Background: an optimization exercise with open tools, aiming at small area. Do not read the settings as production practice. No functional check of the RTL was part of any run shown here. Power is estimated from default activity; no workload was simulated.

[design/flow/run.sh]
#!/bin/bash
# synth_recipe.tcl (not shown) runs the flow's synth.tcl, then flattens the netlist and writes it again
# the make line also repeats each setting of config.mk as NAME=value (left out here)
make -C /OpenROAD-flow-scripts/flow DESIGN_CONFIG=/design/flow/config.mk WORK_HOME=/design/flow/orfs CLKGATE_MAP_FILE= SYNTH_SCRIPT=/design/flow/synth_recipe.tcl finish
[design/flow/config.mk]
export PLATFORM = sky130hd
export DESIGN_NAME = tlc_driver_top
export DESIGN_NICKNAME = tlc_driver_top
export VERILOG_FILES = /design/flow/design.v
export SDC_FILE = /design/flow/constraint.sdc
export NUM_CORES = 4
export LEC_CHECK = 0
export CAP_MARGIN = 20
export CORE_MARGIN = 2
export CORE_UTILIZATION = 40
export SLEW_MARGIN = 20
[design/flow/constraint.sdc]
create_clock -name core_clock -period 10.0 [get_ports {clk}]
set_input_delay 2.0000 -clock core_clock [delete_from_list [all_inputs] [get_ports {clk}]]
set_output_delay 2.0000 -clock core_clock [all_outputs]
set_load 0.01 [all_outputs]
[design/flow/design.v]
`default_nettype none
package tlc_pkg;
    localparam int LANES = 30;
    localparam int FC_BITS = 48;
    localparam int SEGMENT_LAST = 512;
    localparam int MUX_ROWS = 8;
    localparam int FCWRTEN_LEN = 15;
    localparam int READFC_LEN = 11;
    localparam int WRTFC_LEN = 5;
    localparam int WRTGS_LEN = 1;
    localparam int LATGS_LEN = 3;
    localparam int DUMP_PAUSE = 5;
    typedef logic [LANES-1:0] gs_word_t;
    typedef logic [FC_BITS-1:0] fc_config_t;
    typedef struct packed {
        logic sclk;
        logic gclk;
        logic lat;
        logic [LANES-1:0] sin;
    } driver_pins_t;
    typedef enum logic [3:0] {
        STALL = 4'd0,
        PREPARE_CONFIG = 4'd1,
        CONFIG = 4'd2,
        STREAM = 4'd3,
        LOD = 4'd4,
        PREPARE_DUMP_CONFIG = 4'd5,
        DUMP_CONFIG = 4'd6,
        WRTFC_TIMING = 4'd7,
        WAIT_FOR_NEXT_SLICE = 4'd8
    } drv_state_t;
endpackage
`default_nettype wire
`timescale 1ns/1ps
`default_nettype none
module tlc_driver_top (
    input  logic                  clk,
    input  logic                  nrst,
    input  logic                  clk_enable,
    input  logic                  gs_valid,
    input  tlc_pkg::gs_word_t     gs_word,
    output logic                  gs_credit,
    input  logic                  cfg_valid,
    input  tlc_pkg::fc_config_t   cfg_word,
    output logic                  cfg_credit,
    input  logic                  position_sync,
    input  logic                  driver_sout,
    output tlc_pkg::driver_pins_t pins,
    output logic                  column_ready,
    output logic                  config_match,
    output logic                  underrun
);
    localparam int LANES = tlc_pkg::LANES;
    localparam int FC_BITS = tlc_pkg::FC_BITS;
    localparam int GS_DEPTH = 16;
    localparam logic [3:0] S_STALL  = 4'd0;
    localparam logic [3:0] S_PC     = 4'd1;   
    localparam logic [3:0] S_CFG    = 4'd2;   
    localparam logic [3:0] S_WRT    = 4'd3;   
    localparam logic [3:0] S_PDC    = 4'd4;   
    localparam logic [3:0] S_DUMP   = 4'd5;   
    localparam logic [3:0] S_LOD    = 4'd6;
    localparam logic [3:0] S_WAIT   = 4'd7;
    localparam logic [3:0] S_STREAM = 4'd8;
    localparam logic [5:0] C_PC    = 6'd49;
    localparam logic [5:0] C_DATA  = 6'd15;
    localparam logic [5:0] C_WRT   = 6'd58;
    localparam logic [5:0] C_PDC   = 6'd53;
    localparam logic [5:0] C_DUMP  = 6'd11;
    localparam logic [5:0] C_BLANK = 6'd56;   
    logic [3:0] state;
    logic [5:0] cnt;
    logic [3:0] wcnt;    
    logic [2:0] row;
    tlc_pkg::gs_word_t gs_mem [GS_DEPTH];
    logic [4:0] gs_cnt;
    logic gs_present;
    logic gs_pop;
    always_ff @(posedge clk) begin
        if (gs_valid) begin
            gs_mem[0] <= gs_word;
            for (int i = 1; i < GS_DEPTH; i++) begin
                gs_mem[i] <= gs_mem[i-1];
            end
        end
    end
    assign gs_present = (gs_cnt != '0);
    tlc_pkg::fc_config_t cfg_e0, cfg_e1, cfg_head;
    logic [1:0] cfg_cnt;
    logic cfg_present;
    logic cfg_pop;
    always_ff @(posedge clk) begin
        if (cfg_valid) begin
            cfg_e0 <= cfg_word;
            cfg_e1 <= cfg_e0;
        end
    end
    assign cfg_present = (cfg_cnt != '0);
    assign cfg_head = cfg_cnt[1] ? cfg_e1 : cfg_e0;
    logic [FC_BITS-1:0] act;
    always_ff @(posedge clk) begin
        if (cfg_pop) begin
            for (int k = 0; k < FC_BITS; k++) begin
                act[k] <= cfg_head[FC_BITS-1-k];
            end
        end
    end
    logic is_stall, is_pc, is_cfg, is_pdc, is_dump, is_lod, is_wait, is_stream;
    assign is_stall  = (state == S_STALL);
    assign is_pc     = (state == S_PC);
    assign is_cfg    = (state == S_CFG);
    assign is_pdc    = (state == S_PDC);
    assign is_dump   = (state == S_DUMP);
    assign is_lod    = (state == S_LOD);
    assign is_wait   = (state == S_WAIT);
    assign is_stream = (state == S_STREAM);
    logic cend;
    logic data;
    logic word;
    logic last_word;
    logic load;
    assign cend = &cnt;
    assign data = cnt[5] | cnt[4];
    assign word = (wcnt >= 4'd2);
    assign last_word = (wcnt == 4'd10);
    assign load = cfg_present && (is_stall || is_stream || is_wait);
    assign cfg_pop = clk_enable && load;
    always_ff @(posedge clk or negedge nrst) begin
        if (!nrst) begin
            state <= S_STALL;
        end else if (clk_enable) begin
            if (load) begin
                state <= S_PC;
            end else begin
                case (state)
                    S_PC:     if (cend) state <= S_CFG;
                    S_CFG:    if (cend) state <= S_WRT;
                    S_WRT:    if (cend) state <= S_PDC;
                    S_PDC:    if (cend) state <= S_DUMP;
                    S_DUMP:   if (cend) state <= S_LOD;
                    S_LOD:    state <= S_WAIT;
                    S_WAIT:   if (position_sync) state <= S_STREAM;
                    S_STREAM: if (cend && last_word && row == 3'd7) state <= S_WAIT;
                    default:  state <= S_STALL;
                endcase
            end
        end
    end
    always_ff @(posedge clk) begin
        if (clk_enable) begin
            cnt <= cnt + 1'b1;
            if (load) begin
                cnt <= C_PC;
            end else begin
                case (state)
                    S_PC:  if (cend) cnt <= C_DATA;
                    S_CFG: if (cend) cnt <= C_WRT;
                    S_WRT: if (cend) cnt <= C_PDC;
                    S_PDC: if (cend) cnt <= C_DUMP;
                    S_WAIT: begin
                        cnt <= C_BLANK;
                        wcnt <= '0;
                        row <= '0;
                    end
                    S_STREAM: begin
                        if (cend) begin
                            if (last_word) begin
                                cnt <= C_BLANK;
                                wcnt <= '0;
                                row <= row + 1'b1;
                            end else begin
                                if (wcnt != '0) cnt <= C_DATA;
                                wcnt <= wcnt + 1'b1;
                            end
                        end
                    end
                    default: begin
                    end
                endcase
            end
        end
    end
    logic [63:0] sel_vec;
    logic cfg_bit;
    logic mism;
    assign sel_vec = {act, 16'b0};
    assign cfg_bit = sel_vec[cnt];
    always_ff @(posedge clk) begin
        if (clk_enable && is_dump && data) begin
            mism <= ((cnt == 6'd16) ? 1'b0 : mism) | (cfg_bit ^ driver_sout);
        end
    end
    always_ff @(posedge clk or negedge nrst) begin
        if (!nrst) begin
            config_match <= 1'b0;
        end else if (cfg_pop) begin
            config_match <= 1'b0;
        end else if (is_lod) begin
            config_match <= !mism;
        end
    end
    logic sclk_en;
    logic gclk_en;
    logic lat_req;
    logic take;
    assign take = is_stream && word && data;
    assign sclk_en = is_pc || is_pdc || ((is_cfg || is_dump) && data) || take;
    assign gclk_en = is_stream && !(wcnt == 4'd0 && cnt == C_BLANK);
    assign lat_req = is_pc || is_pdc
                     || (is_cfg && cnt >= 6'd59)
                     || (is_stream && word && cend)
                     || (is_stream && last_word && cnt >= 6'd61);
    assign gs_pop = clk_enable && take && gs_present;
    logic [GS_DEPTH:0] gs_oh;
    always_ff @(posedge clk or negedge nrst) begin
        if (!nrst) begin
            gs_oh <= 17'd1;
        end else if (gs_valid && !gs_pop) begin
            gs_oh <= {gs_oh[GS_DEPTH-1:0], 1'b0};
        end else if (gs_pop && !gs_valid) begin
            gs_oh <= {1'b0, gs_oh[GS_DEPTH:1]};
        end
    end
    tlc_pkg::gs_word_t gs_sel;
    tlc_pkg::gs_word_t gs_out;
    always_comb begin
        gs_sel = '0;
        for (int i = 0; i < GS_DEPTH; i++) begin
            if (gs_oh[i + 1]) begin
                gs_sel = gs_sel | gs_mem[i];
            end
        end
    end
    assign gs_out = take ? gs_sel : '0;
    assign pins.sclk = sclk_en && clk_enable;
    assign pins.gclk = gclk_en && clk_enable;
    assign pins.lat = lat_req;
    assign pins.sin = gs_out | {LANES{is_cfg && cfg_bit}};
    assign column_ready = clk_enable && is_stream && last_word && cend;
    always_ff @(posedge clk or negedge nrst) begin
        if (!nrst) begin
            gs_cnt <= '0;
            cfg_cnt <= '0;
            gs_credit <= 1'b0;
            cfg_credit <= 1'b0;
            underrun <= 1'b0;
        end else begin
            gs_cnt <= gs_cnt + 5'(gs_valid) - 5'(gs_pop);
            cfg_cnt <= cfg_cnt + 2'(cfg_valid) - 2'(cfg_pop);
            gs_credit <= gs_pop;
            cfg_credit <= cfg_pop;
            if (clk_enable && take && !gs_present) begin
                underrun <= 1'b1;
            end
        end
    end
endmodule
`default_nettype wire
==> results of run 1 <==
[power by group]
part / leakage, nW / internal (mW) / switching, mW / total [mW]
clock: 1.17 / 1.62 / 1.09 / 2.70
combinational: 2.35 / 0.413 / 0.474 / 0.886
sequential: 6.62 / 3.37 / 0.191 / 3.56
total: 10.1 / 5.40 / 1.75 / 7.15
[per-layer routing]
layer / vias up / global-route usage, % / wire length [um]
li1: 6203 / - / -
met1: 7100 / 23.6 / 24100
met2: 590 / 27.5 / 27300
met3: 101 / 3.51 / 4400
met4: 2 / 5.07 / 1220
met5: - / 0 / 11
[kinds of logic after synthesis]
group / after synthesis / synth area share [%]
and+or+nand+nor: 216 / 4.13
DFF: 670 / 78.4
AOI/OAI and AO/OA: 357 / 10.4
buffers and inverters: 113 / 1.86
xor gates and xnor gates: 14 / 0.481
adders and majority gates: 18 / 0.914
muxes: 84 / 3.84
[final cells by class]
type / count / area, sq um / area share, %
Tap cell: 846 / 1060 / 3.53
Timing Repair Buffer: 147 / 1420 / 4.74
Sequential cell: 670 / 20000 / 66.6
Clock buffer: 95 / 1990 / 6.64
Clock inverter: 37 / 429 / 1.43
Inverter: 25 / 93.8 / 0.313
Multi-Input combinational cell: 689 / 5030 / 16.8
[cells in the mapped netlist (3+ instances only)]
library cell,number
sky130_fd_sc_hd__nor2_1,59
sky130_fd_sc_hd__nand4_1,22
sky130_fd_sc_hd__a31oi_1,6
sky130_fd_sc_hd__o21ai_0,42
sky130_fd_sc_hd__buf_1,17
sky130_fd_sc_hd__mux2i_1,29
sky130_fd_sc_hd__and2_1,7
sky130_fd_sc_hd__a21oi_1,22
sky130_fd_sc_hd__mux2_2,49
sky130_fd_sc_hd__inv_1,25
sky130_fd_sc_hd__nand2b_1,4
sky130_fd_sc_hd__nor2b_1,4
sky130_fd_sc_hd__and3_1,3
sky130_fd_sc_hd__buf_4,4
sky130_fd_sc_hd__xor2_1,4
sky130_fd_sc_hd__o22ai_1,3
sky130_fd_sc_hd__clkbuf_1,59
sky130_fd_sc_hd__buf_6,4
sky130_fd_sc_hd__o21ai_2,20
sky130_fd_sc_hd__a221oi_1,39
sky130_fd_sc_hd__a211oi_1,4
sky130_fd_sc_hd__nor3_1,8
sky130_fd_sc_hd__mux4_2,6
sky130_fd_sc_hd__xnor2_1,10
sky130_fd_sc_hd__nand2_1,43
sky130_fd_sc_hd__buf_2,4
sky130_fd_sc_hd__a22o_1,38
sky130_fd_sc_hd__nand3_1,49
sky130_fd_sc_hd__ha_1,17
sky130_fd_sc_hd__dfrtp_1,31
sky130_fd_sc_hd__edfxtp_1,638
sky130_fd_sc_hd__a22oi_1,167
[worst min path at each step]
stage	startpoint	to	slack, ns	depth (start not counted)
5_1_grt	gs_mem[14][29]	gs_mem[15][29]	0.44	0
2_1_floorplan	cfg_e0[0]	cfg_e1[0]	0.42	0
6_report	gs_mem[14][29]	gs_mem[15][29]	0.43	0
4_1_cts	gs_mem[9][28]	gs_mem[10][28]	0.43	0
3_3_place_gp	gs_mem[11][24]	gs_mem[12][24]	0.43	0
3_5_place_dp	gs_mem[7][21]	gs_mem[8][21]	0.43	0
[state kept, by name (all words and copies together), names as in the netlist]
signal / flops
cfg_e0: 48
underrun: 1
state: 4
gs_cnt: 5
cfg_cnt: 2
cfg_credit: 1
cfg_e1: 48
wcnt: 4
cnt: 6
gs_credit: 1
gs_oh: 17
gs_mem: 480
config_match: 1
row: 3
act: 48
mism: 1
==> results.yml, run 1 <==
run_status:
  status: "timing/DRC/antenna clean"
sta:
  timing_hold_violations_final: 0
  slew_at_the_pin_with_the_worst_max_slew_slack_ns: 1.12
  timing.setup.tns_ns: 0
  rsz0062_at_grt: "false"
  timing.final.crit_period_ns: 6.06
  finalMaxSlewViolations: 0
  final.setup_skew_ns: 0.0329
  layout_worst_path_cycle_share_pct: 60.6
  holdWs_ns: 0.431
  slew_headroom_pct: 25.6
  setup_violations: 0
  max_clock_freq_mhz: 165
  setup_ws_ns: 3.94
drt:
  drt-initial-drc-count: 1261
  drc_errors: 0
  via_count: 14000
  routed_wire_length_per_instance_um: 22.7
  wirelength_um: 57000
  route.detailed.vias_per_inst: 5.58
  antenna_violating_nets_post_route: 0
  first_pass_iters: 5
cells_and_area:
  diodes: 0
  flow.area_growth_from_synthesis_pct: 17.8
  stdcell_count: 2509
  utilization_pct: 47.6
  final_design_area_no_fill_sq_um: 30000
  mostFrequentLayoutCell: "sky130_fd_sc_hd__edfxtp_1"
  fillCellCount: 5295
  mostFrequentLayoutCells: "sky130_fd_sc_hd__edfxtp_1, sky130_fd_sc_hd__a22oi_1, sky130_fd_sc_hd__clkdlybuf4s50_1"
  final_net_count: 1708
  final_layout_size_suffix_gt1_share_pct: 12.9
die:
  chipWidth_um: 256
  floorplan.rows: 92
  fp.dieArea_sq_um: 65700
  die_h_um: 256
  io_pins: 123
  floorplan.initialDensity_pct: 40.4
  fp.coreArea_sq_um: 63000
setup_path:
  cells_along_the_critical_path: "mux4_2, and3b_1, o41ai_2, a32oi_1, nand4_2, buf_4, o21ai_0, clkdlybuf4s50_1"
  setup.worst_path.end_class: "primary output"
  rr_endpoint: "gs_cnt[4]"
  critPathBufInv: 2
  master_of_the_slowest_instance_on_the_critical_path: "sky130_fd_sc_hd__edfxtp_1"
  worst-r2r-cell-count: 16
  crit_start: "cnt[1]"
  crit_arrival_ns: 4.06
  cpPeakStageDelay_ns: 0.72
  rr_startpoint: "state[3]"
  timing.critical_path.from_type: "register"
  critical_path_cell_count: 8
  setup.worst_path.end: "pins[20]"
  timing.critical_path.required_ns: 8.00
  cpLargestDelayFamily: "buffers and inverters"
  path_max_fanout: 26
  reg2reg_slack_ns: 6.37
  critPathKind: "register to primary output"
place:
  finalWeightedCongestion: 0.836
  post-place-cells: 2377
  hpwlAfterDp_um: 32300
  pre_cts_ws_ns: 3.98
  port_buffers: 122
  postPlaceCellArea_sq_um: 27600
clock_tree:
  root_buffer: "sky130_fd_sc_hd__clkbuf_16"
  number_of_setup_buffers_added_after_cts: 0
  cts_resized: 0
  cts_buffers: 72
  cts_tree: "built"
  clock_sink_count: 670
  clk-insertion-delay-late_ns: 0.61
  cts_clk_pin_slew_worst_paths_ns: 0.06
  cts_buffer_depth: 3
  post_cts_hold_fix_bufs: 0
  cts.htree.levels: 3
grt:
  grt_first_pass_wirelength_um: 86100
  grtUsageTotal_pct: 17.1
  vias_in_the_first_global_route: 14100
  grt_antenna_before_repair: 1
  global_route.overflow_total: 0
  grt_start_max_net_pins: 185
synth:
  largest_area_contributor_in_the_netlist: "sky130_fd_sc_hd__edfxtp_1"
  ys_seq_elements: 670
  synth_fp_nets: 1575
  postSynthAreaPerCell_sq_um: 17.3
  asyncSetResetFlopFracSynth_pct: 4.78
  postSynth.topFlopCell: "sky130_fd_sc_hd__edfxtp_1"
  synth_top_cells_by_area: "sky130_fd_sc_hd__edfxtp_1, sky130_fd_sc_hd__a22oi_1, sky130_fd_sc_hd__dfrtp_1, sky130_fd_sc_hd__mux2_2, sky130_fd_sc_hd__a221oi_1"
  seq_area_frac_synth_pct: 78.4
  netlist_instances: 1472
  number_of_warnings_printed_during_yosys_synthesis: 2
  synth_edf_count: 638
  synth.cell_area_sq_um: 25500
  yosysTopAreaCellShare_pct: 75.2
  synth.distinct_cells: 58
power:
  cell_area_power_density_nw_per_um2: 239
  design_power_total_mw: 7.15
  vdd_drop_max_mv: 0.163
  total_leakage_power_nw: 10.1
run:
  timing.max_cap.violations: 0
hold_path:
  worst_hold_path_type: "register to register"
==> run 2: changes to the inputs <==
--- a/design/flow/config.mk
+++ b/design/flow/config.mk
@@ -8,4 +8,4 @@
 export CAP_MARGIN = 20
 export CORE_MARGIN = 2
-export CORE_UTILIZATION = 40
+export CORE_UTILIZATION = 70
 export SLEW_MARGIN = 20
==> run 2 against run 1 <==
Against the previous run: critical path depth grew 1; wire length shrank 3.3%; final area shrank 2.8%; final cell count shrank 16%; flip-flop and latch count is the same; clock power shrank about 10%; largest cell class unchanged; power shrank 3.6%.
==> results.yml, run 2 <==
grt:
  groute.layer.met3.usage_pct: 5.54
  grt_start_max_net_pins: 177
  globalRouteMet2Util_pct: 47.8
  grtUsageTotal_pct: 29.4
  vias_in_the_first_global_route: 14500
  met1_usage_pct: 39.8
  global_route.overflow_total: 0
  grt.busiest_layer: "met2"
  grt_antenna_before_repair: 0
  grt_first_pass_wirelength_um: 83300
setup_path:
  timing.critical_path.required_ns: 8.00
  reg2reg_slack_ns: 6.46
  rr_endpoint: "gs_cnt[4]"
  crit_start: "cnt[0]"
  path_max_fanout: 30
  timing.critical_path.from_type: "register"
  setup.worst_path.end_class: "primary output"
  worst-r2r-cell-count: 16
  critPathKind: "register to primary output"
  crit_arrival_ns: 4.39
  rr_startpoint: "state[3]"
drt:
  drt-initial-drc-count: 1504
  via_count: 14400
  drc_errors: 0
  antenna_violating_nets_post_route: 0
  route.detailed.vias_per_inst: 6.84
  routed_wire_length_per_instance_um: 26.2
  first_pass_iters: 7
  wirelength_um: 55200
synth:
  postSynthAreaPerCell_sq_um: 17.3
  synth_fp_nets: 1575
  synth_top_cells_by_area: "sky130_fd_sc_hd__edfxtp_1, sky130_fd_sc_hd__a22oi_1, sky130_fd_sc_hd__dfrtp_1, sky130_fd_sc_hd__mux2_2, sky130_fd_sc_hd__a221oi_1"
  synth.cell_area_sq_um: 25500
  netlist_instances: 1472
  yosysTopAreaCellShare_pct: 75.2
  largest_area_contributor_in_the_netlist: "sky130_fd_sc_hd__edfxtp_1"
  ys_seq_elements: 670
  asyncSetResetFlopFracSynth_pct: 4.78
  seq_area_frac_synth_pct: 78.4
  synth.distinct_cells: 58
  synth.most_common_cell: "sky130_fd_sc_hd__edfxtp_1"
  yosys-top-cells-count: "sky130_fd_sc_hd__edfxtp_1, sky130_fd_sc_hd__a22oi_1, sky130_fd_sc_hd__clkbuf_1, sky130_fd_sc_hd__nor2_1"
  postSynth.topFlopCell: "sky130_fd_sc_hd__edfxtp_1"
  synth_edf_count: 638
  number_of_warnings_printed_during_yosys_synthesis: 2
sta:
  max_clock_freq_mhz: 156
  layout_worst_path_cycle_share_pct: 63.9
  setup_violations: 0
  timing.setup.tns_ns: 0
  slew_at_the_pin_with_the_worst_max_slew_slack_ns: 1.08
  slew_headroom_pct: 28.1
  timing_hold_violations_final: 0
  rsz0062_at_grt: "false"
  holdWs_ns: 0.438
  final.setup_skew_ns: 0.0150
  timing.final.crit_period_ns: 6.39
  finalMaxSlewViolations: 0
cells_and_area:
  top_register: "gs_mem"
  flow.area_growth_from_synthesis_pct: 14.5
  mostFrequentLayoutCells: "sky130_fd_sc_hd__edfxtp_1, sky130_fd_sc_hd__a22oi_1, sky130_fd_sc_hd__clkdlybuf4s50_1"
  utilization_pct: 81.7
  mostFrequentLayoutCell: "sky130_fd_sc_hd__edfxtp_1"
  stdcell_count: 2102
  final_layout_size_suffix_gt1_share_pct: 12.5
  diodes: 0
  largest_register_ff_count: 480
  final_net_count: 1694
  fillCellCount: 1769
place:
  post-place-cells: 1983
  port_buffers: 122
  finalWeightedCongestion: 0.924
  hpwlAfterDp_um: 30100
clock_tree:
  cts_buffer_depth: 3
  cts.htree.levels: 3
  cts_buffers: 66
  cts_resized: 0
  clk-insertion-delay-late_ns: 0.57
  number_of_setup_buffers_added_after_cts: 0
  cts_clk_pin_slew_worst_paths_ns: 0.06
  post_cts_hold_fix_bufs: 0
  clock_sink_count: 670
  cts_tree: "built"
  root_buffer: "sky130_fd_sc_hd__clkbuf_16"
power:
  cell_area_power_density_nw_per_um2: 237
  total_leakage_power_nw: 9.94
  vdd_drop_max_mv: 0.190
die:
  io_pins: 123
  die_h_um: 195
  chipWidth_um: 195
  fp.dieArea_sq_um: 37900
  floorplan.rows: 69
  floorplan.initialDensity_pct: 71.4
  fp.coreArea_sq_um: 35700
hold_path:
  whs_path_depth: 0
  worstHoldEndpoint: "cfg_e1[25]"
  hold_path.startpoint: "cfg_e0[25]"
  worst_hold_path_type: "register to register"
run_status:
  status: "timing/DRC/antenna clean"
run:
  timing.max_cap.violations: 0
==> run 2: cell counts after synthesis <==
Identical to the previous run, type by type.
==> run 2: worst max path at each step <==
stage | end | slack, ns | cells after the start
global placement | pins[32] | 4.32 | 4
detailed placement | pins[32] | 4.20 | 4
CTS | pins[28] | 3.54 | 9
global route | pins[28] | 3.43 | 9
finish | pins[28] | 3.61 | 9
floorplan | pins[31] | 5.71 | 2
==> run 2: logic make-up after synthesis <==
| logic type | after synthesis | share of synthesized area [%] |
|---|---|---|
| AND/OR/NAND/NOR | 216 | 4.13 |
| XOR/XNOR | 14 | 0.481 |
| multiplexers | 84 | 3.84 |
| adder cells (fa/ha/maj) | 18 | 0.914 |
| AO/OA/AOI/OAI | 357 | 10.4 |
| flip-flops | 670 | 78.4 |
| buffers and inverters | 113 | 1.86 |
==> run 2: layer usage <==
metal | vias to the layer above | routed length, um
li1 | 6183 | -
met1 | 7139 | 21000
met2 | 896 | 27100
met3 | 169 | 5010
met4 | 0 | 2130
met5 | - | 0
==> run 2: per-stage QoR <==
step           worst slack, ns  total power [mW]  area, sq um
3_5_place_dp              4.20              4.51        27000
4_1_cts                   3.54              6.92        29100
5_1_grt                   3.43              7.12        29100
3_3_place_gp              4.32              4.48        27000
6_report                  3.61              6.90        29100
2_1_floorplan             5.71              4.15        25500
==> run 2: final cells by class <==
type,count,area (sq um),share of cell area (%)
sequential,670,20000,68.5
multi-input combinational,689,5030,17.3
clock buffer,90,1860,6.37
timing repair buffer,139,1370,4.70
tap,461,577,1.98
clock inverter,28,240,0.824
inverter,25,93.8,0.322
==> run 2: power by group <==
part	switching (mW)	internal, mW
clock network	1.01	1.41
registers	0.183	3.37
logic	0.500	0.418
total	1.70	5.20
==> run 2: worst max-delay path: stages (launching register included) <==
cell	delay, ns
sky130_fd_sc_hd__edfxtp_1	0.37
sky130_fd_sc_hd__buf_4	0.36
sky130_fd_sc_hd__mux4_2	0.57
sky130_fd_sc_hd__and3b_1	0.21
sky130_fd_sc_hd__o41ai_2	0.50
sky130_fd_sc_hd__a32oi_1	0.27
sky130_fd_sc_hd__nand4_2	0.16
sky130_fd_sc_hd__buf_4	0.47
sky130_fd_sc_hd__o21ai_0	0.33
sky130_fd_sc_hd__clkdlybuf4s50_1	0.56
==> run 3: changes to the inputs <==
--- a/design/flow/design.v
+++ b/design/flow/design.v
@@ -74,6 +74,6 @@
     logic [2:0] row;
     tlc_pkg::gs_word_t gs_mem [GS_DEPTH];
-    logic [4:0] gs_cnt;
     logic gs_present;
+    logic [GS_DEPTH:0] gs_oh;
     logic gs_pop;
     always_ff @(posedge clk) begin
@@ -85,5 +85,4 @@
         end
     end
-    assign gs_present = (gs_cnt != '0);
     tlc_pkg::fc_config_t cfg_e0, cfg_e1, cfg_head;
     logic [1:0] cfg_cnt;
@@ -212,5 +211,5 @@
                      || (is_stream && last_word && cnt >= 6'd61);
     assign gs_pop = clk_enable && take && gs_present;
-    logic [GS_DEPTH:0] gs_oh;
+    assign gs_present = !gs_oh[0];
     always_ff @(posedge clk or negedge nrst) begin
         if (!nrst) begin
@@ -240,5 +239,4 @@
     always_ff @(posedge clk or negedge nrst) begin
         if (!nrst) begin
-            gs_cnt <= '0;
             cfg_cnt <= '0;
             gs_credit <= 1'b0;
@@ -246,5 +244,4 @@
             underrun <= 1'b0;
         end else begin
-            gs_cnt <= gs_cnt + 5'(gs_valid) - 5'(gs_pop);
             cfg_cnt <= cfg_cnt + 2'(cfg_valid) - 2'(cfg_pop);
             gs_credit <= gs_pop;
--- a/design/flow/config.mk
+++ b/design/flow/config.mk
@@ -9,3 +9,6 @@
 export CORE_MARGIN = 2
 export CORE_UTILIZATION = 70
+export CTS_BUF_LIST = sky130_fd_sc_hd__clkbuf_8
+export CTS_CLUSTER_DIAMETER = 60
+export CTS_CLUSTER_SIZE = 20
 export SLEW_MARGIN = 20
==> run 3 against run 2 <==
Against the previous run: still clean on timing, DRC and antenna; clock skew increased by 0.012 ns; via count decreased by 4.8%; wire length decreased by 4.2%; combinational power decreased by 29%; global-route usage decreased by 0.56 points; die area decreased by 1.7%.
==> results.yml, run 3 <==
run_status:
  status: "timing/DRC/antenna clean"
grt:
  vias_in_the_first_global_route: 13500
  grt_start_max_net_pins: 185
  grt_first_pass_wirelength_um: 79000
  grtUsageTotal_pct: 28.8
  grt_antenna_before_repair: 1
  global_route.overflow_total: 0
power:
  vdd_drop_max_mv: 0.167
  design_power_total_mw: 5.45
  cell_area_power_density_nw_per_um2: 199
  total_leakage_power_nw: 9.16
synth:
  number_of_warnings_printed_during_yosys_synthesis: 2
  synth.cell_area_sq_um: 25000
  netlist_instances: 1431
  largest_area_contributor_in_the_netlist: "sky130_fd_sc_hd__edfxtp_1"
  asyncSetResetFlopFracSynth_pct: 4.06
  synth_edf_count: 638
  yosysTopAreaCellShare_pct: 76.6
  postSynth.topFlopCell: "sky130_fd_sc_hd__edfxtp_1"
  ys_seq_elements: 665
  synth.most_common_cell: "sky130_fd_sc_hd__edfxtp_1"
  postSynthAreaPerCell_sq_um: 17.5
  synth_top_cells_by_area: "sky130_fd_sc_hd__edfxtp_1, sky130_fd_sc_hd__a22oi_1, sky130_fd_sc_hd__dfrtp_1, sky130_fd_sc_hd__mux2_2, sky130_fd_sc_hd__a22o_1"
  yosys-top-cells-count: "sky130_fd_sc_hd__edfxtp_1, sky130_fd_sc_hd__a22oi_1, sky130_fd_sc_hd__clkbuf_1"
  seq_area_frac_synth_pct: 79.3
  synth.distinct_cells: 57
  synth_fp_nets: 1527
setup_path:
  timing.critical_path.from_type: "register"
  cpLargestDelayFamily: "compound AO/OA/AOI/OAI gates"
  master_of_the_slowest_instance_on_the_critical_path: "sky130_fd_sc_hd__nand2_2"
  reg2reg_slack_ns: 6.66
  path_max_fanout: 30
  crit_arrival_ns: 4.26
  rr_endpoint: "gs_oh[9]"
  cpPeakStageDelay_ns: 0.63
  cells_along_the_critical_path: "buf_4, mux4_2, and3b_1, o41ai_2, a32oi_1, nand2_2, o21ai_0, clkdlybuf4s50_1"
  rr_startpoint: "state[2]"
  setup.worst_path.end_class: "primary output"
  worst-r2r-cell-count: 6
  critPathBufInv: 2
  timing.critical_path.required_ns: 8.00
  critPathKind: "register to primary output"
cells_and_area:
  mostFrequentLayoutCells: "sky130_fd_sc_hd__edfxtp_1, sky130_fd_sc_hd__a22oi_1, sky130_fd_sc_hd__clkdlybuf4s50_1"
  flow.area_growth_from_synthesis_pct: 9.67
  stdcell_count: 2015
  final_net_count: 1626
  largest_register_ff_count: 480
  top_register: "gs_mem"
  diodes: 0
  mostFrequentLayoutCell: "sky130_fd_sc_hd__edfxtp_1"
  final_layout_size_suffix_gt1_share_pct: 9.46
hold_path:
  worstHoldEndpoint: "gs_mem[4][0]"
  hold_path.startpoint: "gs_mem[3][0]"
  whs_path_depth: 0
  worst_hold_path_type: "register to register"
die:
  die_h_um: 193
  floorplan.initialDensity_pct: 70.7
  io_pins: 123
  floorplan.rows: 69
  chipWidth_um: 193
  fp.dieArea_sq_um: 37300
  fp.coreArea_sq_um: 35400
sta:
  slew_headroom_pct: 26.2
  setup_violations: 0
  layout_worst_path_cycle_share_pct: 62.6
  timing_hold_violations_final: 0
  finalMaxSlewViolations: 0
  final.setup_skew_ns: 0.0268
  holdWs_ns: 0.445
  setup_ws_ns: 3.74
  timing.setup.tns_ns: 0
  slew_at_the_pin_with_the_worst_max_slew_slack_ns: 1.11
  timing.final.crit_period_ns: 6.26
  rsz0062_at_grt: "false"
  max_clock_freq_mhz: 160
clock_tree:
  number_of_setup_buffers_added_after_cts: 0
  cts_clk_pin_slew_worst_paths_ns: 0.12
  cts.htree.levels: 2
  root_buffer: "sky130_fd_sc_hd__clkbuf_8"
  clock_sink_count: 665
  cts_buffers: 42
  cts_tree: "built"
  cts_resized: 0
  post_cts_hold_fix_bufs: 0
  cts_buffer_depth: 3
  clk-insertion-delay-late_ns: 0.64
place:
  pre_cts_ws_ns: 4.07
  port_buffers: 122
  finalWeightedCongestion: 0.961
  hpwlAfterDp_um: 30900
  post-place-cells: 1947
drt:
  drt-initial-drc-count: 1539
  route.detailed.vias_per_inst: 6.79
  wirelength_um: 52800
  antenna_violating_nets_post_route: 0
  first_pass_iters: 8
  via_count: 13700
  routed_wire_length_per_instance_um: 26.2
  drc_errors: 0
run:
  timing.max_cap.violations: 0
[run 3: changes by cell type in the layout (fill, tap and decap cells not counted), moves of 7 or more]
cell | previous run | this run
sky130_fd_sc_hd__clkbuf_8 | 1 | 44
sky130_fd_sc_hd__o21ai_2 | 20 | 0
sky130_fd_sc_hd__clkinv_1 | 10 | 1
sky130_fd_sc_hd__buf_4 | 16 | 23
sky130_fd_sc_hd__clkbuf_16 | 71 | 0
sky130_fd_sc_hd__clkbuf_1 | 18 | 0
sky130_fd_sc_hd__o21ai_1 | 1 | 13
sky130_fd_sc_hd__clkinv_2 | 10 | 1
sky130_fd_sc_hd__a21oi_1 | 22 | 14
sky130_fd_sc_hd__nor2_1 | 59 | 52
[run 3: worst max-delay path by stage]
stage,start,endpoint,cells after the start
finish,cnt[0],pins[16],8
global route,cnt[0],pins[16],8
CTS,cnt[0],pins[16],8
detailed placement,clk_enable,column_ready,4
global placement,clk_enable,column_ready,4
floorplan,clk_enable,cfg_cnt[1],7
[run 3: final cells by class]
type                       count  area (sq um)
multi-input combinational    665          4770
sequential                   665         19800
fill                        2062          7960
tap                          461           577
timing repair buffer         145          1410
inverter                      11          41.3
clock buffer                  44           606
clock inverter                24           195
[run 3: worst register-to-register path, delay by kind of cell (launching register included)]
kind	cells	cell delay (ns)
AOI/OAI and AO/OA	1	0.26
adders and majority gates	1	0.88
DFF	1	0.68
and+or+nand+nor	4	1.36
[run 3: per-stage QoR]
| step | instance area (sq um) | util [%] |
|---|---|---|
| 6_report | 27400 | 77.5 |
| 5_1_grt | 27400 | 77.5 |
| 4_1_cts | 27400 | 77.5 |
| 3_5_place_dp | 26600 | 75.3 |
| 3_3_place_gp | 26600 | 75.3 |
| 2_1_floorplan | 25000 | - |
[run 3: kinds of logic after synthesis]
kind of cell / synth area share (%)
AO/OA/AOI/OAI: 9.96
XOR/XNOR: 0.350
adder cells (fa/ha/maj): 0.550
buffers and inverters: 1.69
flip-flops: 79.3
multiplexers: 3.92
AND/OR/NAND/NOR: 4.27
[run 3: layer usage]
layer	vias up	routed length (um)	global-route usage [%]	part of all wire, %
li1	5976	-	-	-
met1	6873	20900	41.0	40
met2	727	25900	46.5	49
met3	115	4400	4.25	8.3
met4	0	1660	10.3	3.1
met5	-	0	0	0
[run 3: report_power, final]
part / total (mW) / leakage, nW / internal [mW] / switching, mW
logic: 0.653 / 2.16 / 0.303 / 0.350
clock network: 1.31 / 0.446 / 0.476 / 0.832
registers: 3.49 / 6.56 / 3.32 / 0.170
total: 5.45 / 9.16 / 4.10 / 1.35
==> run 4: changes to the inputs <==
==> design/flow/flow/run.sh (new file) <==
#!/bin/bash
# Standard ORFS layout with smaller port buffers and no CTS dummy loads.
set -euo pipefail
bash standard.sh \
  'BUFFER_PORTS_ARGS=-buffer_cell sky130_fd_sc_hd__buf_1' \
  'CTS_ARGS=-sink_clustering_enable -repair_clock_nets -dont_use_dummy_load -buf_list sky130_fd_sc_hd__clkbuf_8 -sink_clustering_size 20 -sink_clustering_max_diameter 60' \
  finish > standard_flow.log 2>&1
==> design/flow/standard.sh (new file) <==
#!/bin/bash
# synth_recipe.tcl (not shown) runs the flow's synth.tcl, then flattens the netlist and writes it again
# the make line also repeats each setting of config.mk as NAME=value (left out here)
make -C /OpenROAD-flow-scripts/flow DESIGN_CONFIG=/design/flow/config.mk WORK_HOME=/design/flow/orfs CLKGATE_MAP_FILE= SYNTH_SCRIPT=/design/flow/synth_recipe.tcl "${@:-finish}"
--- a/design/flow/config.mk
+++ b/design/flow/config.mk
@@ -9,6 +9,3 @@
 export CORE_MARGIN = 2
 export CORE_UTILIZATION = 70
-export CTS_BUF_LIST = sky130_fd_sc_hd__clkbuf_8
-export CTS_CLUSTER_DIAMETER = 60
-export CTS_CLUSTER_SIZE = 20
 export SLEW_MARGIN = 20
removed: design/flow/run.sh
==> run 4 against run 3 <==
Against the previous run: critical path depth stayed put; via count is 1.1% lower; maximum frequency is 7.3% higher; synthesized cell count stayed put; clock power is 15% lower; first-iteration DRC count is 2.6% higher; final cell count is 1.1% lower; clock-buffer cell count is 3 lower; largest cell class unchanged; non-clock buffer count is 4 higher; highest routed layer unchanged; critical endpoint is now pins[26]; register-to-register slack worse by 0.19 ns; clock skew is 0.038 ns higher.
==> results.yml, run 4 <==
synth:
  number_of_warnings_printed_during_yosys_synthesis: 2
  synth_edf_count: 638
  synth_top_cells_by_area: "sky130_fd_sc_hd__edfxtp_1, sky130_fd_sc_hd__a22oi_1, sky130_fd_sc_hd__dfrtp_1, sky130_fd_sc_hd__mux2_2, sky130_fd_sc_hd__a22o_1"
  yosys-top-cells-count: "sky130_fd_sc_hd__edfxtp_1, sky130_fd_sc_hd__a22oi_1, sky130_fd_sc_hd__clkbuf_1"
  synth.distinct_cells: 57
  ys_seq_elements: 665
  yosysTopAreaCellShare_pct: 76.6
  largest_area_contributor_in_the_netlist: "sky130_fd_sc_hd__edfxtp_1"
  synth.most_common_cell: "sky130_fd_sc_hd__edfxtp_1"
  synth_simple_gate_area_share_pct: 4.27
  synth_fp_nets: 1527
  postSynthAreaPerCell_sq_um: 17.5
  post_synth_xor_area_fraction_pct: 0.350
  post_synthesis_adder_cell_area_fraction_pct: 0.550
  seq_area_frac_synth_pct: 79.3
  asyncSetResetFlopFracSynth_pct: 4.06
  netlist_instances: 1431
  postSynth.topFlopCell: "sky130_fd_sc_hd__edfxtp_1"
  synth_top_family_by_area: "compound AO/OA/AOI/OAI gates"
  portion_of_netlist_area_occupied_by_mux_cells_pct: 3.92
  synth.cell_area_sq_um: 25000
  post_synthesis_compound_gate_area_fraction_pct: 9.96
clock_tree:
  root_buffer: "sky130_fd_sc_hd__clkbuf_8"
  cts_tree: "built"
  clk-insertion-delay-late_ns: 0.61
  cts_buffers: 41
  post_cts_hold_fix_bufs: 0
  clock_sink_count: 665
  cts.htree.levels: 2
  cts_buffer_depth: 3
  cts_resized: 0
  cts_clk_pin_slew_worst_paths_ns: 0.11
  number_of_setup_buffers_added_after_cts: 0
drt:
  routed_wire_length_per_instance_um: 25.9
  wirelength_um: 51700
  antenna_violating_nets_post_route: 0
  route.detailed.vias_per_inst: 6.79
  via_count: 13500
  drt-initial-drc-count: 1579
  first_pass_iters: 6
  drc_errors: 0
die:
  floorplan.rows: 69
  chipWidth_um: 193
  fp.coreArea_sq_um: 35400
  floorplan.initialDensity_pct: 70.7
  io_pins: 123
  die_h_um: 193
  fp.dieArea_sq_um: 37300
setup_path:
  path_max_fanout: 30
  critPathKind: "register to primary output"
  timing.critical_path.required_ns: 8.00
  crit_arrival_ns: 3.83
  timing.critical_path.from_type: "register"
  setup.worst_path.end_class: "primary output"
run:
  timing.max_cap.violations: 0
power:
  sw_frac_of_total_pct: 24.4
  pwr-share-seq_pct: 66.7
  total_leakage_power_nw: 8.73
  cell_internal_pwr_mw: 3.95
  net-switching-power_mw: 1.27
  p_clk_share_pct: 21.5
  design_power_total_mw: 5.22
  vdd_drop_max_mv: 0.175
  comb_power_share_pct: 11.7
  cell_area_power_density_nw_per_um2: 197
sta:
  final.setup_skew_ns: 0.0649
  setup_violations: 0
  rsz0062_at_grt: "false"
  timing.setup.tns_ns: 0
  layout_worst_path_cycle_share_pct: 58.3
  slew_at_the_pin_with_the_worst_max_slew_slack_ns: 1.05
  finalMaxSlewViolations: 0
  timing_hold_violations_final: 0
  timing.final.crit_period_ns: 5.83
  slew_headroom_pct: 30.0
  max_clock_freq_mhz: 171
grt:
  vias_in_the_first_global_route: 13100
  global_route.overflow_total: 0
  grt_first_pass_wirelength_um: 76800
  grt_start_max_net_pins: 190
  grtUsageTotal_pct: 27.9
  grt_antenna_before_repair: 1
place:
  post-place-cells: 1951
  hpwlAfterDp_um: 30400
  port_buffers: 122
  finalWeightedCongestion: 0.959
run_status:
  status: "timing/DRC/antenna clean"
cells_and_area:
  final_net_count: 1629
  stdcell_count: 1993
  largest_register_ff_count: 480
  mostFrequentLayoutCell: "sky130_fd_sc_hd__edfxtp_1"
  mostFrequentLayoutCells: "sky130_fd_sc_hd__edfxtp_1, sky130_fd_sc_hd__a22oi_1, sky130_fd_sc_hd__buf_1"
  flow.area_growth_from_synthesis_pct: 5.86
  top_register: "gs_mem"
  final_layout_size_suffix_gt1_share_pct: 8.69
hold_path:
  worst_hold_path_type: "register to register"
==> run 4: final cells by class <==
class / instances / area (sq um)
multi-input cells: 665 / 4770
fillers: 2100 / 8910
clock buffers: 41 / 564
well taps: 461 / 577
flip-flops and latches: 665 / 19800
repair buffers: 149 / 693
diodes: 1 / 2.50
inverters: 11 / 41.3
==> run 4: logic make-up (layout without fill, tap and decap cells) <==
group	count (synthesis)	count (layout)
fa+ha+maj	11	11
compound gates	342	342
simple gates	218	218
flops	665	665
other cells	0	1
mux	84	84
buf+inv	101	201
xor+xnor	10	10
==> run 4: path summary, 6_finish.rpt <==
path / from / endpoint / cells after the start / slack, ns
setup / recovery: cnt[0] / pins[26] / 8 / 4.17
hold / removal: gs_mem[14][29] / gs_mem[15][29] / 0 / 0.38
setup reg to reg: state[2] / cfg_cnt[1] / 9 / 6.47
hold reg to reg: gs_mem[14][29] / gs_mem[15][29] / 0 / 0.38
max in group asynchronous: nrst / gs_oh[0] / 2 / 8.27
min in group asynchronous: nrst / gs_oh[15] / 2 / 1.39
==> run 4: metrics by stage <==
stage	util (%)	cell area (sq um)	hold slack [ns]	worst slack (ns)
4_1_cts	74.8	26500	0.392	4.18
2_1_floorplan	-	25000	0.422	4.72
3_3_place_gp	73.2	25900	0.427	4.86
5_1_grt	74.8	26500	0.382	4.01
6_report	74.8	26500	0.381	4.17
3_5_place_dp	73.2	25900	0.434	4.78
==> run 4: critical path: stages (launching register included) <==
cell and delay [ns]:
sky130_fd_sc_hd__edfxtp_1 0.32, sky130_fd_sc_hd__buf_4 0.34, sky130_fd_sc_hd__mux4_2 0.55, sky130_fd_sc_hd__and3b_1 0.20, sky130_fd_sc_hd__o41ai_2 0.52, sky130_fd_sc_hd__a32oi_1 0.24
sky130_fd_sc_hd__nand2_2 0.66, sky130_fd_sc_hd__o21ai_0 0.25, sky130_fd_sc_hd__buf_1 0.19
==> run 4: power groups by stage <==
stage | logic (mW) | clock network (mW) | registers, mW
after CTS | 0.611 | 1.14 | 3.48
after floorplan | 0.484 | 0 | 3.45
after global placement | 0.604 | 0 | 3.54
final | 0.614 | 1.12 | 3.49
after global routing | 0.670 | 1.23 | 3.51
after detailed placement | 0.607 | 0 | 3.54
==> run 4: metal layers <==
layer | wire (um) | global-route usage (%) | up-vias
li1 | - | - | 5956
met1 | 20800 | 40.7 | 6785
met2 | 25000 | 44.4 | 683
met3 | 4320 | 4.49 | 110
met4 | 1630 | 9.03 | 0
met5 | 0 | 0 | -
==> run 5: changes to the inputs <==
==> design/flow/flow/run.sh (replaced) <==
#!/bin/bash
# Standard ORFS layout with smaller port buffers and no CTS dummy loads.
set -euo pipefail
bash standard.sh \
  'BUFFER_PORTS_ARGS=-buffer_cell sky130_fd_sc_hd__buf_1' \
  'CTS_ARGS=-sink_clustering_enable -repair_clock_nets -dont_use_dummy_load -buf_list sky130_fd_sc_hd__clkbuf_16 -sink_clustering_size 25 -sink_clustering_max_diameter 50' \
  finish > standard_flow.log 2>&1
--- a/design/flow/config.mk
+++ b/design/flow/config.mk
@@ -8,4 +8,4 @@
 export CAP_MARGIN = 20
 export CORE_MARGIN = 2
-export CORE_UTILIZATION = 70
+export CORE_UTILIZATION = 80
 export SLEW_MARGIN = 20
==> run 5 against run 4 <==
Against the previous run: wire length rose by 7.7%; critical path depth fell by 1; worst hold slack improved by 0.027 ns; final cell count fell by 3.4%; global-route usage rose by 6.3 points; maximum frequency fell by 0.42%; largest cell class unchanged.
==> results.yml, run 5 <==
run_status:
  status: "timing/DRC/antenna clean"
drt:
  wirelength_um: 55700
  via_count: 14400
  drc_errors: 0
  antenna_violating_nets_post_route: 0
  route.detailed.vias_per_inst: 7.46
  routed_wire_length_per_instance_um: 28.9
  drt-initial-drc-count: 2297
  first_pass_iters: 7
synth:
  synth_fp_nets: 1527
  number_of_warnings_printed_during_yosys_synthesis: 2
  asyncSetResetFlopFracSynth_pct: 4.06
  seq_area_frac_synth_pct: 79.3
  synth.cell_area_sq_um: 25000
  netlist_instances: 1431
  synth.most_common_cell: "sky130_fd_sc_hd__edfxtp_1"
  postSynthAreaPerCell_sq_um: 17.5
  yosys-top-cells-count: "sky130_fd_sc_hd__edfxtp_1, sky130_fd_sc_hd__a22oi_1, sky130_fd_sc_hd__clkbuf_1"
  ys_seq_elements: 665
  synth_edf_count: 638
  largest_area_contributor_in_the_netlist: "sky130_fd_sc_hd__edfxtp_1"
  yosysTopAreaCellShare_pct: 76.6
  postSynth.topFlopCell: "sky130_fd_sc_hd__edfxtp_1"
  synth_top_cells_by_area: "sky130_fd_sc_hd__edfxtp_1, sky130_fd_sc_hd__a22oi_1, sky130_fd_sc_hd__dfrtp_1, sky130_fd_sc_hd__mux2_2, sky130_fd_sc_hd__a22o_1"
  synth.distinct_cells: 57
die:
  fp.dieArea_sq_um: 32700
  floorplan.rows: 64
  io_pins: 123
  fp.coreArea_sq_um: 30700
  chipWidth_um: 181
  die_h_um: 181
  floorplan.initialDensity_pct: 81.6
sta:
  slew_at_the_pin_with_the_worst_max_slew_slack_ns: 1.07
  rsz0062_at_grt: "false"
  final.setup_skew_ns: 0.0664
  setup_ws_ns: 4.14
  timing_hold_violations_final: 0
  layout_worst_path_cycle_share_pct: 58.6
  timing.setup.tns_ns: 0
  timing.final.crit_period_ns: 5.86
  slew_headroom_pct: 28.5
  max_clock_freq_mhz: 171
  finalMaxSlewViolations: 0
  setup_violations: 0
clock_tree:
  cts_clk_pin_slew_worst_paths_ns: 0.08
  cts_buffer_depth: 3
  clock_sink_count: 665
  number_of_setup_buffers_added_after_cts: 0
  root_buffer: "sky130_fd_sc_hd__clkbuf_16"
  clk-insertion-delay-late_ns: 0.58
  cts.htree.levels: 2
  cts_resized: 0
  post_cts_hold_fix_bufs: 0
  cts_tree: "built"
  cts_buffers: 44
setup_path:
  timing.critical_path.from_type: "register"
  timing.critical_path.required_ns: 8.00
  cells_along_the_critical_path: "mux4_2, and3b_1, o41ai_2, a32oi_1, nand2_2, o21ai_0, buf_1"
  worst-r2r-cell-count: 7
  crit_arrival_ns: 3.86
  cpPeakStageDelay_ns: 0.62
  reg2reg_slack_ns: 6.64
  critPathKind: "register to primary output"
  setup.worst_path.end_class: "primary output"
  cpLargestDelayFamily: "compound AO/OA/AOI/OAI gates"
  master_of_the_slowest_instance_on_the_critical_path: "sky130_fd_sc_hd__edfxtp_1"
  critical_path_cell_count: 7
  critPathBufInv: 1
  path_max_fanout: 30
place:
  hpwlAfterDp_um: 31200
  pre_cts_ws_ns: 4.77
  port_buffers: 122
  finalWeightedCongestion: 0.935
cells_and_area:
  largest_register_ff_count: 480
  final_net_count: 1628
  mostFrequentLayoutCells: "sky130_fd_sc_hd__edfxtp_1, sky130_fd_sc_hd__a22oi_1, sky130_fd_sc_hd__buf_1"
  mostFrequentLayoutCell: "sky130_fd_sc_hd__edfxtp_1"
  sequential_cell_area_sq_um: 19800
  fillCellCount: 1168
  final_layout_size_suffix_gt1_share_pct: 8.89
  multi_input_area_sq_um: 4770
  top_register: "gs_mem"
  flow.area_growth_from_synthesis_pct: 7.57
  diodes: 0
hold_path:
  worst_hold_path_type: "register to register"
  whs_path_depth: 0
grt:
  grt_first_pass_wirelength_um: 83600
  grt_start_max_net_pins: 204
  global_route.overflow_total: 0
  grt_antenna_before_repair: 0
  grtUsageTotal_pct: 34.2
  vias_in_the_first_global_route: 14500
power:
  cell_area_power_density_nw_per_um2: 213
  total_leakage_power_nw: 8.95
  vdd_drop_max_mv: 0.209
run:
  timing.max_cap.violations: 0
-- run 5: path summary, 6_finish.rpt --
| kind | startpoint | end |
|---|---|---|
| max | cnt[0] | pins[26] |
| max in group asynchronous | nrst | cfg_cnt[1] |
| max reg2reg | cnt[0] | row[1] |
| min | gs_mem[9][26] | gs_mem[10][26] |
| min in group asynchronous | nrst | gs_oh[10] |
| min reg2reg | gs_mem[9][26] | gs_mem[10][26] |
-- run 5: logic make-up (layout without fill, tap and decap cells) --
kind of cell,Yosys count,after routing,share of synthesized area [%]
simple gates,218,218,4.27
buf+inv,101,200,1.69
compound gates,342,342,9.96
mux,84,84,3.92
flops,665,665,79.3
fa+ha+maj,11,11,0.550
xor+xnor,10,10,0.350
-- run 5: area by class of cell --
class	count	area share, %
multi-input cells	665	17.7
repair buffers	145	2.46
clock buffers	44	4.09
inverters	11	0.153
well taps	396	1.84
flip-flops and latches	665	73.7
-- run 5: power breakdown --
group / switching (mW) / leakage [nW] / internal (mW)
Clock: 0.827 / 0.542 / 0.779
Combinational: 0.340 / 1.85 / 0.263
Sequential: 0.204 / 6.56 / 3.32
-- run 5: layer usage --
layer	part of all wire, %	global-route usage, %	wire length, um
met5	0	0	0
met4	4.5	15.2	2520
met3	13	7.01	7140
met2	48	55.1	26800
met1	34	46.4	19200
-- run 5: worst register-to-register path, stage by stage, from the launching register on --
cell and delay, ns:
sky130_fd_sc_hd__edfxtp_1 0.62, sky130_fd_sc_hd__buf_4 0.35, sky130_fd_sc_hd__ha_1 0.25, sky130_fd_sc_hd__and3_1 0.30
sky130_fd_sc_hd__and2_1 0.34, sky130_fd_sc_hd__a21oi_1 0.11, sky130_fd_sc_hd__nor3_1 0.74, sky130_fd_sc_hd__and2_1 0.34
-- run 5: through the flow --
stage	instances	util [%]	hold slack, ns	instance area (sq um)	total power, mW
final	1926	87.8	0.408	26900	5.73
after global routing	1926	87.8	0.428	26900	5.89
after CTS	1926	87.8	0.423	26900	5.73
after detailed placement	1882	84.2	0.432	25800	4.16
after global placement	1882	84.2	0.430	25800	4.13
after floorplan	1431	-	0.422	25000	3.93
==> run 6: changes to the inputs <==
--- a/design/flow/design.v
+++ b/design/flow/design.v
@@ -75,5 +75,6 @@
     tlc_pkg::gs_word_t gs_mem [GS_DEPTH];
     logic gs_present;
-    logic [GS_DEPTH:0] gs_oh;
+    logic [8:0] gs_jc;
+    logic [GS_DEPTH:0] gs_oh;    
     logic gs_pop;
     always_ff @(posedge clk) begin
@@ -211,12 +212,22 @@
                      || (is_stream && last_word && cnt >= 6'd61);
     assign gs_pop = clk_enable && take && gs_present;
-    assign gs_present = !gs_oh[0];
-    always_ff @(posedge clk or negedge nrst) begin
-        if (!nrst) begin
-            gs_oh <= 17'd1;
+    always_comb begin
+        gs_oh[0] = !gs_jc[0] && !gs_jc[8];
+        for (int k = 1; k <= 8; k++) begin
+            gs_oh[k] = gs_jc[k-1] && !gs_jc[k];
+        end
+        gs_oh[9] = gs_jc[0] && gs_jc[8];
+        for (int m = 1; m <= 7; m++) begin
+            gs_oh[9+m] = !gs_jc[m-1] && gs_jc[m];
+        end
+    end
+    assign gs_present = gs_jc[0] || gs_jc[8];
+    always_ff @(posedge clk or negedge nrst) begin
+        if (!nrst) begin
+            gs_jc <= '0;
         end else if (gs_valid && !gs_pop) begin
-            gs_oh <= {gs_oh[GS_DEPTH-1:0], 1'b0};
+            gs_jc <= {gs_jc[7:0], !gs_jc[8]};
         end else if (gs_pop && !gs_valid) begin
-            gs_oh <= {1'b0, gs_oh[GS_DEPTH:1]};
+            gs_jc <= {!gs_jc[0], gs_jc[8:1]};
         end
     end
==> design/flow/flow/run.sh (replaced) <==
#!/bin/bash
# Standard ORFS layout with smaller port buffers and no CTS dummy loads.
set -euo pipefail
bash standard.sh \
  'BUFFER_PORTS_ARGS=-buffer_cell sky130_fd_sc_hd__buf_1' \
  'CTS_ARGS=-sink_clustering_enable -repair_clock_nets -dont_use_dummy_load -buf_list sky130_fd_sc_hd__clkbuf_8 -sink_clustering_size 16 -sink_clustering_max_diameter 50' \
  finish > standard_flow.log 2>&1
--- a/design/flow/config.mk
+++ b/design/flow/config.mk
@@ -8,4 +8,4 @@
 export CAP_MARGIN = 20
 export CORE_MARGIN = 2
-export CORE_UTILIZATION = 80
+export CORE_UTILIZATION = 75
 export SLEW_MARGIN = 20
==> run 6 against run 5 <==
Against the previous run: global-route usage fell by 3.2 points; largest cell class unchanged; highest routed layer unchanged; flip-flop and latch count down 8; clock-buffer cell count increased by 5; combinational power rose to 2.7 times the previous value.
==> results.yml, run 6 <==
run_status:
  status: "timing/DRC/antenna clean"
synth:
  synth_edf_count: 638
  yosys-top-cells-count: "sky130_fd_sc_hd__edfxtp_1, sky130_fd_sc_hd__a22oi_1, sky130_fd_sc_hd__clkbuf_1"
  postSynth.topFlopCell: "sky130_fd_sc_hd__edfxtp_1"
  synth.cell_area_sq_um: 25000
  number_of_warnings_printed_during_yosys_synthesis: 2
  synth_fp_nets: 1504
  asyncSetResetFlopFracSynth_pct: 2.89
  largest_area_contributor_in_the_netlist: "sky130_fd_sc_hd__edfxtp_1"
  synth.most_common_cell: "sky130_fd_sc_hd__edfxtp_1"
  ys_seq_elements: 657
  seq_area_frac_synth_pct: 78.7
  postSynthAreaPerCell_sq_um: 17.7
  synth.distinct_cells: 60
  netlist_instances: 1408
  synth_top_cells_by_area: "sky130_fd_sc_hd__edfxtp_1, sky130_fd_sc_hd__a22oi_1, sky130_fd_sc_hd__mux2_2, sky130_fd_sc_hd__a221oi_1, sky130_fd_sc_hd__a22o_1"
  yosysTopAreaCellShare_pct: 76.8
setup_path:
  crit_start: "gs_jc[2]"
  timing.critical_path.from_type: "register"
  reg2reg_slack_ns: 6.43
  setup.worst_path.end: "pins[20]"
  rr_startpoint: "state[1]"
  critPathKind: "register to primary output"
  crit_arrival_ns: 4.11
  timing.critical_path.required_ns: 8.00
  worst-r2r-cell-count: 9
  rr_endpoint: "gs_jc[8]"
  setup.worst_path.end_class: "primary output"
  path_max_fanout: 21
die:
  floorplan.rows: 66
  chipWidth_um: 186
  die_h_um: 186
  io_pins: 123
  fp.dieArea_sq_um: 34800
  fp.coreArea_sq_um: 32600
  floorplan.initialDensity_pct: 76.5
grt:
  grt_first_pass_wirelength_um: 80400
  grt_start_max_net_pins: 204
  vias_in_the_first_global_route: 13700
  grtUsageTotal_pct: 31.0
  global_route.overflow_total: 0
  grt_antenna_before_repair: 1
sta:
  max_clock_freq_mhz: 164
  layout_worst_path_cycle_share_pct: 61.1
  rsz0062_at_grt: "false"
  timing.final.crit_period_ns: 6.11
  final.setup_skew_ns: 0.0596
  setup_violations: 0
  timing.setup.tns_ns: 0
  finalMaxSlewViolations: 0
  slew_at_the_pin_with_the_worst_max_slew_slack_ns: 1.15
  timing_hold_violations_final: 0
  slew_headroom_pct: 23.2
cells_and_area:
  final_layout_size_suffix_gt1_share_pct: 10.1
  fillCellCount: 1637
  sequential_cell_area_sq_um: 19600
  final_design_area_no_fill_sq_um: 26600
  multi_input_area_sq_um: 4970
  mostFrequentLayoutCell: "sky130_fd_sc_hd__edfxtp_1"
  flow.area_growth_from_synthesis_pct: 6.37
  final_net_count: 1607
  utilization_pct: 81.4
  top_register: "gs_mem"
  mostFrequentLayoutCells: "sky130_fd_sc_hd__edfxtp_1, sky130_fd_sc_hd__buf_1, sky130_fd_sc_hd__a22oi_1"
  largest_register_ff_count: 480
clock_tree:
  cts_buffers: 49
  clk-insertion-delay-late_ns: 0.66
  cts_buffer_depth: 3
  cts_tree: "built"
  post_cts_hold_fix_bufs: 0
  clock_sink_count: 657
  cts.htree.levels: 2
  number_of_setup_buffers_added_after_cts: 0
  cts_clk_pin_slew_worst_paths_ns: 0.10
  root_buffer: "sky130_fd_sc_hd__clkbuf_8"
  cts_resized: 0
place:
  hpwlAfterDp_um: 32000
  postPlaceCellArea_sq_um: 25900
  finalWeightedCongestion: 0.879
  port_buffers: 122
power:
  vdd_drop_max_mv: 0.184
  total_leakage_power_nw: 9.00
  design_power_total_mw: 6.38
  cell_area_power_density_nw_per_um2: 240
drt:
  via_count: 14000
  antenna_violating_nets_post_route: 0
  routed_wire_length_per_instance_um: 27.6
  wirelength_um: 53900
  first_pass_iters: 7
  route.detailed.vias_per_inst: 7.16
  drc_errors: 0
  drt-initial-drc-count: 1960
hold_path:
  worst_hold_path_type: "register to register"
run:
  timing.max_cap.violations: 0
## run 6: layer usage
layer / vias up / track usage, % / part of all wire, %
met1: 6995 / 43.0 / 38
li1: 5941 / - / -
met4: 0 / 13.7 / 4.2
met3: 159 / 6.47 / 10
met5: - / 0 / 0
met2: 881 / 49.0 / 48
## run 6: kinds of logic after synthesis
kind of cell	Yosys count	share of synthesized area, %
AND/OR/NAND/NOR	169	3.57
flip-flops	657	78.7
buffers and inverters	112	1.78
adder cells (fa/ha/maj)	11	0.551
XOR/XNOR	9	0.316
AO/OA/AOI/OAI	370	11.6
multiplexers	80	3.55
## run 6: how the worst min path moves through the flow
stage,endpoint,depth (start not counted),slack [ns],start
floorplan,gs_mem[14][22],0,0.42,gs_mem[13][22]
global placement,gs_mem[14][27],0,0.43,gs_mem[13][27]
detailed placement,cfg_e1[38],0,0.43,cfg_e0[38]
CTS,gs_mem[12][13],0,0.40,gs_mem[11][13]
global route,gs_mem[3][10],0,0.41,gs_mem[2][10]
finish,gs_mem[12][13],0,0.40,gs_mem[11][13]
## run 6: power breakdown
part | leakage, nW | internal [mW] | switching (mW) | total [mW]
Combinational | 2.20 | 0.613 | 1.00 | 1.62
Clock | 0.352 | 0.440 | 0.781 | 1.22
Sequential | 6.45 | 3.32 | 0.227 | 3.54
Total | 9.00 | 4.37 | 2.01 | 6.38
## run 6: worst max-delay path, cell delays in order, from the launching register on
cell and delay (ns):
sky130_fd_sc_hd__dfrtp_1 0.84, sky130_fd_sc_hd__clkinv_1 0.79, sky130_fd_sc_hd__nor2_4 1.00, sky130_fd_sc_hd__a22oi_1 0.21
sky130_fd_sc_hd__and3_1 0.23, sky130_fd_sc_hd__nand4_1 0.09, sky130_fd_sc_hd__a21o_1 0.13, sky130_fd_sc_hd__buf_1 0.14
## run 6: area by class of cell
type,instances,share of cell area [%]
Clock buffer,49,2.54
Timing Repair Buffer,143,2.39
Tap cell,442,2.08
Sequential cell,657,74.0
Multi-Input combinational cell,639,18.7
Antenna cell,1,0.00942
Inverter,21,0.297
## run 6: metrics by stage
step,hold WS [ns],instances,setup WS [ns]
after global placement,0.428,1902,4.81
after floorplan,0.422,1408,5.53
after detailed placement,0.431,1902,4.70
after CTS,0.396,1951,3.94
after global routing,0.410,1951,3.77
final,0.398,1952,3.89
==> run 7: changes to the inputs <==
==> design/flow/flow/run.sh (replaced) <==
#!/bin/bash
# Standard ORFS layout with smaller port buffers and no CTS dummy loads.
set -euo pipefail
bash standard.sh \
  'BUFFER_PORTS_ARGS=-buffer_cell sky130_fd_sc_hd__buf_1' \
  'CTS_ARGS=-sink_clustering_enable -repair_clock_nets -dont_use_dummy_load -buf_list {sky130_fd_sc_hd__clkbuf_4 sky130_fd_sc_hd__clkbuf_8} -sink_clustering_size 12 -sink_clustering_max_diameter 40' \
  finish > standard_flow.log 2>&1
--- a/design/flow/config.mk
+++ b/design/flow/config.mk
@@ -8,4 +8,4 @@
 export CAP_MARGIN = 20
 export CORE_MARGIN = 2
-export CORE_UTILIZATION = 75
+export CORE_UTILIZATION = 80
 export SLEW_MARGIN = 20
==> run 7 against run 6 <==
Against the previous run: non-clock buffer count increased by 1; wire length increased by 4.1%; final cell count shrank 1.4%; global-route usage rose by 3.5 points; worst setup slack worse by 0.22 ns; clock-buffer cell count rose by 19; critical path type unchanged; largest cell class unchanged.
==> results.yml, run 7 <==
setup_path:
  cells_along_the_critical_path: "clkinv_1, nor2_2, buf_4, a22oi_1, and3_1, o2111ai_1, a21o_1, buf_1"
  cpPeakStageDelay_ns: 1.01
  rr_startpoint: "state[1]"
  crit_arrival_ns: 4.33
  rr_endpoint: "gs_jc[8]"
  master_of_the_slowest_instance_on_the_critical_path: "sky130_fd_sc_hd__nor2_2"
  critPathKind: "register to primary output"
  timing.critical_path.required_ns: 8.00
drt:
  route.layer.met1.wl_um: 19300
  met2_wirelength_um: 26900
  drt-initial-drc-count: 2339
  wirelength_um: 56100
  antenna_violating_nets_post_route: 0
  first_pass_iters: 6
  top_layer_used: "met4"
  drc_errors: 0
  length_of_routed_met3_wiring_um: 7020
  routed_wire_length_per_instance_um: 29.1
cells_and_area:
  top_register: "gs_mem"
  stdcell_count: 1925
  mostFrequentLayoutCells: "sky130_fd_sc_hd__edfxtp_1, sky130_fd_sc_hd__buf_1, sky130_fd_sc_hd__a22oi_1"
  flow.area_growth_from_synthesis_pct: 7.24
  diodes: 0
grt:
  grt_antenna_before_repair: 0
  grt_first_pass_wirelength_um: 84000
  grtUsageTotal_pct: 34.5
  vias_in_the_first_global_route: 14400
  grt_start_max_net_pins: 184
  global_route.overflow_total: 0
synth:
  netlist_instances: 1408
  seq_area_frac_synth_pct: 78.7
  synth_top_cells_by_area: "sky130_fd_sc_hd__edfxtp_1, sky130_fd_sc_hd__a22oi_1, sky130_fd_sc_hd__mux2_2, sky130_fd_sc_hd__a221oi_1, sky130_fd_sc_hd__a22o_1"
  synth.most_common_cell: "sky130_fd_sc_hd__edfxtp_1"
  postSynthAreaPerCell_sq_um: 17.7
  yosys-top-cells-count: "sky130_fd_sc_hd__edfxtp_1, sky130_fd_sc_hd__a22oi_1, sky130_fd_sc_hd__clkbuf_1"
  synth_fp_nets: 1504
  largest_area_contributor_in_the_netlist: "sky130_fd_sc_hd__edfxtp_1"
  yosysTopAreaCellShare_pct: 76.8
  synth.distinct_cells: 60
  ys_seq_elements: 657
  synth.cell_area_sq_um: 25000
clock_tree:
  cts_buffers: 68
  cts_resized: 0
  cts_buffer_depth: 3
  cts.htree.levels: 3
  cts_tree: "built"
  clock_sink_count: 657
  number_of_setup_buffers_added_after_cts: 0
  cts_clk_pin_slew_worst_paths_ns: 0.08
  post_cts_hold_fix_bufs: 0
power:
  pwr-share-seq_pct: 53.3
  comb_power_share_pct: 25.2
  vdd_drop_max_mv: 0.229
  p_clk_share_pct: 21.5
  cell_internal_pwr_mw: 4.54
  total_leakage_power_nw: 9.15
sta:
  slew_at_the_pin_with_the_worst_max_slew_slack_ns: 1.13
  timing_hold_violations_final: 0
  setup_violations: 0
  slew_headroom_pct: 24.7
  finalMaxSlewViolations: 0
  timing.setup.tns_ns: 0
hold_path:
  worst_hold_path_type: "register to register"
  worstHoldEndpoint: "gs_mem[14][6]"
die:
  floorplan.initialDensity_pct: 81.4
  fp.dieArea_sq_um: 32600
  chipWidth_um: 181
  floorplan.rows: 64
place:
  finalWeightedCongestion: 0.887
run_status:
  status: "timing/DRC/antenna clean"
run:
  timing.max_cap.violations: 0
==> run 7: cell count changes in the layout (fill, tap and decap cells not counted) <==
cell / change
sky130_fd_sc_hd__nor2_2: +1
sky130_fd_sc_hd__nor2_4: -1
sky130_fd_sc_hd__buf_12: +1
sky130_fd_sc_hd__clkbuf_8: +19
sky130_fd_sc_hd__diode_2: -1
==> run 7: how the worst max path moves through the flow <==
| stage | from | end | slack, ns | depth (start not counted) |
|---|---|---|---|---|
| floorplan | clk_enable | pins[31] | 5.53 | 2 |
| global placement | gs_jc[2] | pins[19] | 4.69 | 8 |
| detailed placement | gs_jc[2] | pins[19] | 4.51 | 8 |
| CTS | gs_jc[2] | pins[19] | 3.85 | 8 |
| global route | gs_jc[2] | pins[19] | 3.69 | 8 |
| finish | gs_jc[2] | pins[19] | 3.67 | 8 |
==> run 7: metal layers <==
metal | global-route usage (%) | up-vias
li1 | - | 5979
met4 | 16.7 | 0
met5 | 0 | -
met3 | 6.75 | 213
met1 | 48.1 | 7020
met2 | 54.1 | 1229
==> run 7: kinds of logic after synthesis <==
group                      Yosys count  synth area share (%)
adders and majority gates           11                 0.551
buffers and inverters              112                  1.78
and+or+nand+nor                    169                  3.57
muxes                               80                  3.55
DFF                                657                  78.7
AOI/OAI and AO/OA                  370                  11.6
xor gates and xnor gates             9                 0.316
==> run 7: power by group through the flow <==
stage	combinational (mW)	clock [mW]	sequential (mW)
after floorplan	1.14	0	3.45
after global placement	1.57	0	3.56
after detailed placement	1.63	0	3.58
after CTS	1.64	1.44	3.53
after global routing	1.77	1.53	3.55
final	1.67	1.43	3.54
==> run 7: critical path, delay by kind of cell, from the launching register on <==
family / cells / cell delay, ns
AOI/OAI and AO/OA: 3 / 0.37
and+or+nand+nor: 2 / 1.24
buffers and inverters: 3 / 1.37
DFF: 1 / 0.77
==> run 7: final cells by class <==
cell class                      count  area (sq um)
Sequential cell                   657         19600
Multi-Input combinational cell    639          4970
Fill cell                        1264          3900
Clock buffer                       68           936
Timing Repair Buffer              144           656
Tap cell                          396           495
Inverter                           21          78.8
==> run 7: through the flow <==
stage | hold WS (ns) | cell area (sq um) | total power, mW | utilization (%) | worst slack [ns]
floorplan | 0.422 | 25000 | 4.59 | - | 5.53
global placement | 0.428 | 25800 | 5.13 | 84.2 | 4.69
detailed placement | 0.434 | 25800 | 5.21 | 84.2 | 4.51
CTS | 0.401 | 26800 | 6.61 | 87.3 | 3.85
global route | 0.415 | 26800 | 6.85 | 87.3 | 3.69
finish | 0.406 | 26800 | 6.64 | 87.3 | 3.67

## separate check: timing with driven ports
In the flow no input, the clock included, has a driving cell. The finished layouts below were timed again as built, in two steps. Step 1 assumes that a clkbuf_16 drives the clock port and a buf_2 every other input. Step 2 times the ports against the registers' clock, not the clock port: input delays grow and output delays shrink by t, the midpoint of the rising clock arrivals with the driver on. Three values: ideal, step 1, step 2; two values: the first two.
run	shift t [ns]	slack for setup (ns)
run 1	0.653	3.940 / 3.885 / 4.075
run 2	0.625	3.608 / 3.551 / 4.176
run 3	0.684	3.739 / 3.690 / 4.042
run 4	0.629	4.167 / 4.116 / 4.745
run 5	0.601	4.142 / 4.089 / 4.689
run 6	0.679	3.888 / 3.838 / 4.517
run 7	0.627	3.667 / 3.617 / 4.244
After both steps every run listed still meets setup and hold.
